This is an optimization exercise on Yosys and OpenROAD, whose aim is small area, not a production implementation.
Only the layout flow was run in this run; the RTL was not checked for function there.

[design/flow/design.v]
module regfile_scoreboard #(
  parameter int DATA_W   = 32,
  parameter int ADDR_W   = 5,
  parameter int ZERO_REG = 1,
  parameter int BYPASS   = 1
) (
  input  logic              clk,
  input  logic              reset,
  input  logic [ADDR_W-1:0] rd_addr1,
  output logic [DATA_W-1:0] rd_data1,
  output logic              rd_busy1,
  input  logic [ADDR_W-1:0] rd_addr2,
  output logic [DATA_W-1:0] rd_data2,
  output logic              rd_busy2,
  input  logic              wr_en,
  input  logic [ADDR_W-1:0] wr_addr,
  input  logic [DATA_W-1:0] wr_data,
  input  logic              rsv_en,
  input  logic [ADDR_W-1:0] rsv_addr,
  input  logic              flush,
  output logic [ADDR_W:0]   busy_cnt
);
  logic [31:1][DATA_W-1:0] regs_q;
  logic [31:1]             valid_q;
  logic [31:1]             busy_q;
  logic [5:0]              cnt_q;
  logic [31:1] wdec, rdec, busy_mid;
  logic [31:1] g1, g2, s1, s2;
  logic        wr_ok, rsv_ok, hit1, hit2, by1, by2;
  logic        clr, rsv_hit, set, x;
  assign wr_ok  = wr_en  && (wr_addr  != '0);
  assign rsv_ok = rsv_en && (rsv_addr != '0);
  regfile_scoreboard_dec u_wdec (.a(wr_addr),  .en(wr_en),  .y(wdec));
  regfile_scoreboard_dec u_rdec (.a(rsv_addr), .en(rsv_en), .y(rdec));
  always_ff @(posedge clk) begin
    for (int i = 1; i < 32; i++) begin
      if (wdec[i]) regs_q[i] <= wr_data;
    end
  end
  always_ff @(posedge clk or posedge reset) begin
    if (reset) valid_q <= '0;
    else       valid_q <= valid_q | wdec;
  end
  assign busy_mid = busy_q & ~wdec;
  always_ff @(posedge clk or posedge reset) begin
    if (reset)      busy_q <= '0;
    else if (flush) busy_q <= '0;
    else            busy_q <= busy_mid | rdec;
  end
  regfile_scoreboard_sel u_clr (.sel({wdec, 1'b0}), .d({busy_q,   1'b0}), .y(clr));
  regfile_scoreboard_sel u_set (.sel({rdec, 1'b0}), .d({busy_mid, 1'b0}), .y(rsv_hit));
  assign set = rsv_ok && !rsv_hit;
  always_ff @(posedge clk or posedge reset) begin
    if (reset)            cnt_q <= '0;
    else if (flush)       cnt_q <= '0;
    else if (set && !clr) cnt_q <= cnt_q + 1'b1;
    else if (clr && !set) cnt_q <= cnt_q - 1'b1;
  end
  assign busy_cnt = cnt_q;
  assign hit1 = wr_ok && (wr_addr == rd_addr1);
  assign hit2 = wr_ok && (wr_addr == rd_addr2);
  assign by1  = hit1 && !reset;
  assign by2  = hit2 && !reset;
  regfile_scoreboard_rdsel u_rs1 (.a(rd_addr1), .hit(hit1), .valid(valid_q), .g(g1), .s(s1));
  regfile_scoreboard_rdsel u_rs2 (.a(rd_addr2), .hit(hit2), .valid(valid_q), .g(g2), .s(s2));
  for (genvar b = 0; b < DATA_W; b++) begin : g_rd
    logic [31:0] col;
    for (genvar i = 1; i < 32; i++) begin : g_col
      assign col[i] = regs_q[i][b];
    end
    assign col[0] = wr_data[b];
    regfile_scoreboard_sel u_p1 (.sel({s1, by1}), .d(col), .y(rd_data1[b]));
    regfile_scoreboard_sel u_p2 (.sel({s2, by2}), .d(col), .y(rd_data2[b]));
  end
  assign x = clr && rsv_en && (rsv_addr == wr_addr);
  regfile_scoreboard_sel u_b1 (.sel({g1, hit1}), .d({busy_q, x}), .y(rd_busy1));
  regfile_scoreboard_sel u_b2 (.sel({g2, hit2}), .d({busy_q, x}), .y(rd_busy2));
endmodule
module regfile_scoreboard_dec (
  input  logic [4:0]  a,
  input  logic        en,
  output logic [31:1] y
);
  always_comb begin
    for (int i = 1; i < 32; i++) y[i] = en && (a == 5'(i));
  end
endmodule
module regfile_scoreboard_rdsel (
  input  logic [4:0]  a,
  input  logic        hit,
  input  logic [31:1] valid,
  output logic [31:1] g,
  output logic [31:1] s
);
  always_comb begin
    for (int i = 1; i < 32; i++) begin
      g[i] = !hit && (a == 5'(i));
      s[i] = g[i] && valid[i];
    end
  end
endmodule
module regfile_scoreboard_sel (
  input  logic [31:0] sel,
  input  logic [31:0] d,
  output logic        y
);
  logic [11:0] n;
  for (genvar g = 0; g < 10; g++) begin : g_grp
    regfile_scoreboard_aoi3 u (.s(sel[3*g+:3]), .d(d[3*g+:3]), .y(n[g]));
  end
  regfile_scoreboard_nand2 u_n30 (.a(sel[30]), .b(d[30]), .y(n[10]));
  regfile_scoreboard_nand2 u_n31 (.a(sel[31]), .b(d[31]), .y(n[11]));
  assign y = ~&n;
endmodule
module regfile_scoreboard_aoi3 (
  input  logic [2:0] s,
  input  logic [2:0] d,
  output logic       y
);
  assign y = ~((s[0] & d[0]) | (s[1] & d[1]) | (s[2] & d[2]));
endmodule
module regfile_scoreboard_nand2 (
  input  logic a,
  input  logic b,
  output logic y
);
  assign y = ~(a & b);
endmodule
[design/flow/flow/run.sh]
#!/bin/bash
# The standard layout (the standard.sh, unchanged synthesis) with three
# changes to how the layout is made, all to cut cell area:
#  - ports are buffered with buf_2 instead of the resizer's default buffer;
#  - the clock tree uses clkbuf_4/clkbuf_8 with sinks clustered in tens and
#    no dummy loads;
#  - after global routing, non-critical gates are downsized (RECOVER_POWER).
# Every tool's full output is in standard.log and the ORFS logs under orfs/logs.
set -euo pipefail
export BUFFER_PORTS_ARGS="-buffer_cell sky130_fd_sc_hd__buf_2"
export CTS_ARGS="-sink_clustering_enable -repair_clock_nets -sink_clustering_size 10 -buf_list {sky130_fd_sc_hd__clkbuf_4 sky130_fd_sc_hd__clkbuf_8} -dont_use_dummy_load"
export RECOVER_POWER=100
bash standard.sh "BUFFER_PORTS_ARGS=$BUFFER_PORTS_ARGS" "CTS_ARGS=$CTS_ARGS" "RECOVER_POWER=$RECOVER_POWER" finish > standard.log 2>&1
[design/flow/standard.sh]
#!/bin/bash
# synth_recipe.tcl (not shown) runs the flow's synth.tcl, then flattens the netlist and writes it again
# the make line also repeats each setting of config.mk as NAME=value (left out here)
make -C /OpenROAD-flow-scripts/flow DESIGN_CONFIG=/design/flow/config.mk WORK_HOME=/design/flow/orfs CLKGATE_MAP_FILE= SYNTH_SCRIPT=/design/flow/synth_recipe.tcl "${@:-finish}"
[design/flow/config.mk]
export PLATFORM = sky130hd
export DESIGN_NAME = regfile_scoreboard
export DESIGN_NICKNAME = regfile_scoreboard
export VERILOG_FILES = /design/flow/design.v
export SDC_FILE = /design/flow/constraint.sdc
export NUM_CORES = 4
export LEC_CHECK = 0
export CAP_MARGIN = 20
export CORE_MARGIN = 2
export CORE_UTILIZATION = 55
export SLEW_MARGIN = 20
export SYNTH_HIERARCHICAL = 1
[design/flow/constraint.sdc]
create_clock -name core_clock -period 8.0 [get_ports {clk}]
set_input_delay 1.6000 -clock core_clock [delete_from_list [all_inputs] [get_ports {clk}]]
set_output_delay 1.6000 -clock core_clock [all_outputs]
set_load 0.01 [all_outputs]
==> summary.txt <==
[registers in the layout (all words and copies together), names as in the netlist]
signal / cells
busy_q: 31
valid_q: 31
cnt_q: 6
regs_q: 992
[kinds of logic after synthesis]
family | after synthesis | synth area share [%]
DFF | 1060 | 72.8
and+or+nand+nor | 817 | 10.4
AOI/OAI and AO/OA | 693 | 15.9
buffers and inverters | 29 | 0.292
xor gates and xnor gates | 18 | 0.364
adders and majority gates | 5 | 0.162
muxes | 4 | 0.0954
other | 1 | 0.00867
[cell type report]
| type | count | area [um^2] |
|---|---|---|
| repair buffers | 256 | 1680 |
| flip-flops and latches | 1060 | 31500 |
| multi-input cells | 1541 | 11900 |
| clock buffers | 172 | 2370 |
| inverters | 4 | 15.0 |
| well taps | 1040 | 1300 |
| fillers | 5797 | 28900 |
| diodes | 10 | 25.0 |
[through the flow]
step	setup slack, ns	util, %
global route	0.420	62.8
detailed placement	1.16	60.0
global placement	1.18	60.0
finish	0.495	62.8
floorplan	1.40	-
CTS	1.16	63.0
[how the worst min path moves through the flow]
stage / end / slack (ns) / cells after the start
6_report: valid_q[20] / 0.48 / 1
2_1_floorplan: valid_q[10] / 0.44 / 1
4_1_cts: valid_q[10] / 0.48 / 1
5_1_grt: valid_q[10] / 0.50 / 1
3_3_place_gp: valid_q[19] / 0.46 / 1
3_5_place_dp: valid_q[15] / 0.46 / 1
[per-module statistics from Yosys, one instance, submodules excluded]
module | cell area, um^2 | flops+latches | times used
regfile_scoreboard_sel | 25.0 | 0 | 68
regfile_scoreboard_aoi3 | 10.0 | 0 | 680
regfile_scoreboard_dec | 230 | 0 | 2
regfile_scoreboard_nand2 | 3.75 | 0 | 136
regfile_scoreboard | 32600 | 1060 | 1
regfile_scoreboard_rdsel | 569 | 0 | 2
[metal layers]
metal | vias to the layer above | global-route usage, % | part of all wire [%]
met1 | 16800 | 55.9 | 33
met4 | 2 | 25.3 | 7.0
met2 | 3828 | 63.0 | 43
li1 | 13100 | - | -
met3 | 828 | 16.4 | 18
met5 | - | 0 | 0.0062
[Yosys cell counts (3+ instances only)]
cell,count
or4b_1,6
nor4b_2,6
or3_1,69
nand4_1,207
xnor2_1,18
nand2_1,143
a222oi_1,680
a21oi_1,4
nor3_1,3
o21ai_0,3
nand2b_1,8
nand4b_1,8
nor2b_1,38
nor4_1,4
edfxtp_1,992
nand3_1,5
nand4bb_1,12
clkbuf_1,14
and3_1,62
ha_1,4
mux2i_1,3
inv_1,4
and4bb_2,6
nor2_1,194
dfrtp_1,68
or2_2,36
or4_4,3
buf_2,8
[power breakdown]
group	switching [mW]	internal, mW
Sequential	0.0659	6.18
Combinational	0.552	0.231
Clock	1.94	1.88
Total	2.56	8.30
==> results_dict.tcl <==
set metrics [dict create \
    crit_path_start "wr_addr[2]" \
    antenna_found_initial 15 \
    wire_per_inst_um 43.8 \
    ir_worst_vdd_mv 0.137 \
    maximum_capacitance_violations 12 \
    r2r_setup_slack_ns 4.23 \
    worst_slew_margin_rel_pct -166 \
    synth_cells 2627 \
    route.vias.total 34600 \
    fin_total_pwr_mw 10.9 \
    cpLargestDelayFamily "simple AND/OR/NAND/NOR gates" \
    post-dp-hpwl_um 102000 \
    drc_errors 0 \
    initial_core_util_pct 55.7 \
    clock_latency_ns 0.82 \
    yosys.area.top_type "edfxtp_1" \
    unrepaired_setup_endpoints_after_global_routing "no" \
    cts_hold_buffers 0 \
    finalHoldViolations 0 \
    leakagePower_nw 15.6 \
    synth_sequential_area_ratio_pct 72.8 \
    clockRootBuffer "clkbuf_8" \
    grt_start_max_net_pins 69 \
    synth_area_per_cell_um2 16.5 \
    ant_nets 0 \
    ios 129 \
    cell_area_power_density_mw_per_mm2 222 \
    drive_gt1_share_pct 15.6 \
    max_freq_ghz 0.133 \
    post-synth-top-area-fraction_pct 68.8 \
    synth_seq_cells 1060 \
    cts.clk_slew.worst_paths_ns 0.05 \
    route.detailed.vias_per_inst 8.48 \
    asr_flop_ratio_synth_pct 6.42 \
    yosys-top-cells-area "edfxtp_1, a222oi_1, dfrtp_1, nand4_1, nor2_1" \
    reg2reg_to "cnt_q[5]" \
    height_of_the_chip_um 284 \
    post_cts_resized 0 \
    cp_num_buf_inv 4 \
    grt_pass1_wl_um 245000 \
    final_net_count 3097 \
    number_of_global_route_vias_before_repair 33900 \
    grt_usage_pct 43.4 \
    fin_setup_tns_ns 0 \
    critPathCapture "rd_data2[24]" \
    finalCritPeriodShare_pct 93.8 \
    synth.lib_cells_used.distinct 42 \
    numClockSinks 1060 \
    finClkSkew_ns 0.0124 \
    r2r-start "busy_q[2]" \
    finalHoldWorstSlack_ns 0.481 \
    worst_hold_startpoint "valid_q[20]" \
    clock_tree.htree_level_count 4 \
    dieWidth_um 284 \
    slew_viol_final 412 \
    ff2ff_path_depth 13 \
    critical_path_depth 12 \
    checkFailReasons "capacitance limit, slew limit" \
    ctsLongestPathBuffers 3 \
    dpl.cell_count 3901 \
    gp_congestion 0.930 \
    standard_cell_rows 102 \
    worst-setup-path-type "input port to output pin" \
    fin_crit_ns 7.50 \
    synth_edf_count 992 \
    hp-class "flop to flop" \
    drt_iter0_drc 10300 \
    run_status "failed layout checks" \
    fp.coreArea_mm2 0.0777 \
    path_max_fanout 17 \
    tritoncts_clock_tree "yes" \
    layoutNonFillerInstCount 4083 \
    buffer_ports.inserted 128 \
    finalSetupViolCount 0 \
    tightestPinTransition_ns 3.99 \
    cpMostUsedCell "buf_4" \
    post-cts-setup-buffer-count 0 \
    place_area_mm2 0.0466 \
    critical_path.cell_chain "buf_2, or4_1, o21ai_0, nor3_1, buf_4, and4bb_2, and3_1, buf_4, a222oi_1, nand4_1, or3_1, clkbuf_1" \
    drt_pass1_iterations 14 \
    endpoint_kind "output pin" \
    gr-total-overflow 0 \
    ys.flop_type "edfxtp_1" \
    required_ns 6.40 \
    dieArea_mm2 0.0809 \
    startpoint_type "input port" \
    ys_warn_count 9 \
    crit_slowest_cell "and3_1" \
    syn2layout_area_growth_pct 12.8 \
    final_common_cell "edfxtp_1" \
    tritoncts.num_buffers 172 \
    synthesis.area_mm2 0.0433 \
    worst_ep_arrival_time_ns 5.90 \
    most-common-layout-cells "edfxtp_1, a222oi_1, nand4_1" \
    slowest_delay_ns 1.16 \
    fin_area_mm2 0.0488 \
    detail_route.wirelength_um 179000 \
]

what the ideal ports hide:
The flow's constraints put no driver on any port. The routed layout listed below was extracted and timed again, unchanged, in two steps.
Step 1: set_driving_cell puts a clkbuf_16 on clk and a buf_2 on each other input, an assumption about the parent block.
Step 2 times the ports against the registers' clock, not the clock port: input delays grow and output delays shrink by t, the midpoint of the rising clock arrivals with the driver on.
Three values: ideal ports, drivers, drivers and shift; two values: the first two.
t, ns: 0.903
setup WS [ns]: 0.495 / 0.470 / -0.124
worst register clock-pin slew, ns: 0.07 / 0.07
The setup slack of this run moves by -0.025 ns with the drivers and by -0.619 ns with both steps.
